Source: an optimization exercise on an open RTL-to-GDS flow (aim: small area and a short achievable clock period). Production flows keep margins and buffers that such runs may drop. Function was checked by simulation only, so behaviour that the tests miss may differ from the original.

Design lockin_top, start of the top module:
module lockin_top (
  input  wire                          alg_clk,
  input  wire                          alg_rst_n,
  input  wire                          search_end,
  input  wire                          pem_posedge,
  input  wire [16-1:0]   ref_dat,
  input  wire                          ref_dat_valid,
  input  wire [16-1:0]     wave_sine,
  input  wire [16-1:0]     wave_cosine,
  output wire                          wave_req,
  output wire [9-1:0]     wave_addr,
  output wire                          buf_refresh,
  output wire [40-1:0]      i_sum,
  output wire [40-1:0]      q_sum,
  output wire                          sum_valid
);
Size: roughly 330 flip-flops, ~25,000 um2 of cells after synthesis.
clock: 7.0 ns
lec_check: 0
abc_clock_period_in_ps: 3500
cap_margin: 20
core_margin: 2
core_utilization: 75
cts_cluster_diameter: 150
cts_cluster_size: 20
setup_slack_margin: 3.63
slew_margin: 20
synth_hierarchical: 1
standard.sh (not shown) runs the stock make flow with config.mk's settings and CLKGATE_MAP_FILE= SYNTH_SCRIPT=/design/flow/synth_recipe.tcl, a recipe that flattens the netlist after the stock synthesis.
==> flow/flow/run.sh <==
#!/bin/bash
# The standard layout, with the port buffers made from the smallest buffer
# cell instead of the default choice.  Everything else is the standard flow's own flow.
set -e
cp standard.sh standard_copy.log
export BUFFER_PORTS_ARGS="-buffer_cell sky130_fd_sc_hd__buf_1"
bash standard.sh > standard.log 2>&1
The starting point completed without violations.
Edit:
==> flow/run.sh (new file) <==
#!/bin/bash
# synth_recipe.tcl (not shown) runs the flow's synth.tcl, then flattens the netlist and writes it again
# the make line also repeats each setting of config.mk as NAME=value (left out here)
make -C /OpenROAD-flow-scripts/flow DESIGN_CONFIG=/design/flow/config.mk WORK_HOME=/design/flow/orfs CLKGATE_MAP_FILE= SYNTH_SCRIPT=/design/flow/synth_recipe.tcl finish
CORE_UTILIZATION = 65   (was 75)
CTS_CLUSTER_SIZE = 30   (was 20)
SETUP_SLACK_MARGIN = 3.6   (was 3.63)
removed: flow/flow/run.sh
removed: flow/standard.sh
=>
- clock-buffer cell count falls by 4
- hold slack hardly moves
- wire length climbs slightly
- design area rose by a few percent
- critical path depth grows by 7
- setup slack got worse by 0.056 ns
- die area increases by about a fifth
- area after synthesis does not change
- non-clock buffer count grows by 9
Edit:
==> flow/flow/run.sh (new file) <==
#!/bin/bash
# The standard layout, with the port buffers made from the smallest buffer
# cell instead of the default choice.  Everything else is the standard flow's own flow.
set -e
cp standard.sh standard_copy.log
export BUFFER_PORTS_ARGS="-buffer_cell sky130_fd_sc_hd__buf_1"
bash standard.sh > standard.log 2>&1
==> flow/standard.sh (new file) <==
#!/bin/bash
# synth_recipe.tcl (not shown) runs the flow's synth.tcl, then flattens the netlist and writes it again
# the make line also repeats each setting of config.mk as NAME=value (left out here)
make -C /OpenROAD-flow-scripts/flow DESIGN_CONFIG=/design/flow/config.mk WORK_HOME=/design/flow/orfs CLKGATE_MAP_FILE= SYNTH_SCRIPT=/design/flow/synth_recipe.tcl "${@:-finish}"
ABC_CLOCK_PERIOD_IN_PS = 4200   (was 3500)
CTS_CLUSTER_SIZE = 20   (was 30)
removed: flow/run.sh
The changed run finished with timing, DRC and antenna clean.
Worst setup slack gets better by 0.064 ns.
Global-route usage hardly moves.
Wire length rises slightly.
Design area is lower by a few percent.
Clock skew stays flat.
Register-to-register slack gains 0.09 ns.
Worst hold slack is worse by 0.0071 ns.
Flip-flop and latch count does not change.
Sequential share of layout area goes up by 0.77 points.
Fmax is higher slightly.
Edit:
ABC_CLOCK_PERIOD_IN_PS = 3500   (was 4200)
CTS_CLUSTER_DIAMETER = default   (was 150)
Outcome: Area after synthesis does not change. Cell area rose by 2.3%. Fmax is about the same. Worst setup slack is about the same. First-iteration DRC count rose by 0.46%. Sequential cell count does not change. Final cell count rose by 1.3%.
Edit:
==> flow/run.sh (new file) <==
#!/bin/bash
# synth_recipe.tcl (not shown) runs the flow's synth.tcl, then flattens the netlist and writes it again
# the make line also repeats each setting of config.mk as NAME=value (left out here)
make -C /OpenROAD-flow-scripts/flow DESIGN_CONFIG=/design/flow/config.mk WORK_HOME=/design/flow/orfs CLKGATE_MAP_FILE= SYNTH_SCRIPT=/design/flow/synth_recipe.tcl finish
CTS_CLUSTER_SIZE = default   (was 20)
SETUP_SLACK_MARGIN = 3.7   (was 3.6)
removed: flow/flow/run.sh
removed: flow/standard.sh
What happened: Routed wire length went up by 1.2%. Die area does not change. Fmax came out higher by 1.2%.
Edit:
==> flow/flow/run.sh (new file) <==
#!/bin/bash
# The standard layout, with the port buffers made from the smallest buffer
# cell instead of the default choice.  Everything else is the standard flow's own flow.
set -e
cp standard.sh standard_copy.log
export BUFFER_PORTS_ARGS="-buffer_cell sky130_fd_sc_hd__buf_1"
bash standard.sh > standard.log 2>&1
==> flow/standard.sh (new file) <==
#!/bin/bash
# synth_recipe.tcl (not shown) runs the flow's synth.tcl, then flattens the netlist and writes it again
# the make line also repeats each setting of config.mk as NAME=value (left out here)
make -C /OpenROAD-flow-scripts/flow DESIGN_CONFIG=/design/flow/config.mk WORK_HOME=/design/flow/orfs CLKGATE_MAP_FILE= SYNTH_SCRIPT=/design/flow/synth_recipe.tcl "${@:-finish}"
removed: flow/run.sh
Via count barely changes.
Hold slack hardly moves.
Fmax goes down by 0.75%.

==> port drivers added, routing unchanged <==
The flow's constraints put no driver on any port. The routed layouts listed below were extracted and timed again, unchanged, in two steps. Step 1 assumes that a clkbuf_16 drives the clock port and a buf_2 every other input. Step 2, shift: input delay + t, output delay - t, t = (earliest + latest rising clock arrival at the registers) / 2. This alone moves slack from input paths to output paths. a / b / c = ideal / step 1 / step 2; a / b = the first two.
run	t, ns	slack for setup (ns)	hold WS [ns]
the first run	0.605	3.669 / 3.637 / 3.637	0.355 / 0.355 / 0.355
the second run	0.591	3.612 / 3.612 / 3.612	0.357 / 0.357 / 0.357
the third run	0.603	3.677 / 3.653 / 3.653	0.350 / 0.350 / 0.350
the fourth run	0.601	3.676 / 3.653 / 3.653	0.344 / 0.344 / 0.344
the fifth run	0.613	3.715 / 3.711 / 3.711	0.344 / 0.344 / 0.344
the sixth run	0.616	3.690 / 3.690 / 3.690	0.344 / 0.344 / 0.344
After both steps setup and hold are still met in every run listed. The setup slack of the first run, which loses most, moves by -0.032 ns with the drivers and by -0.032 ns with both steps.
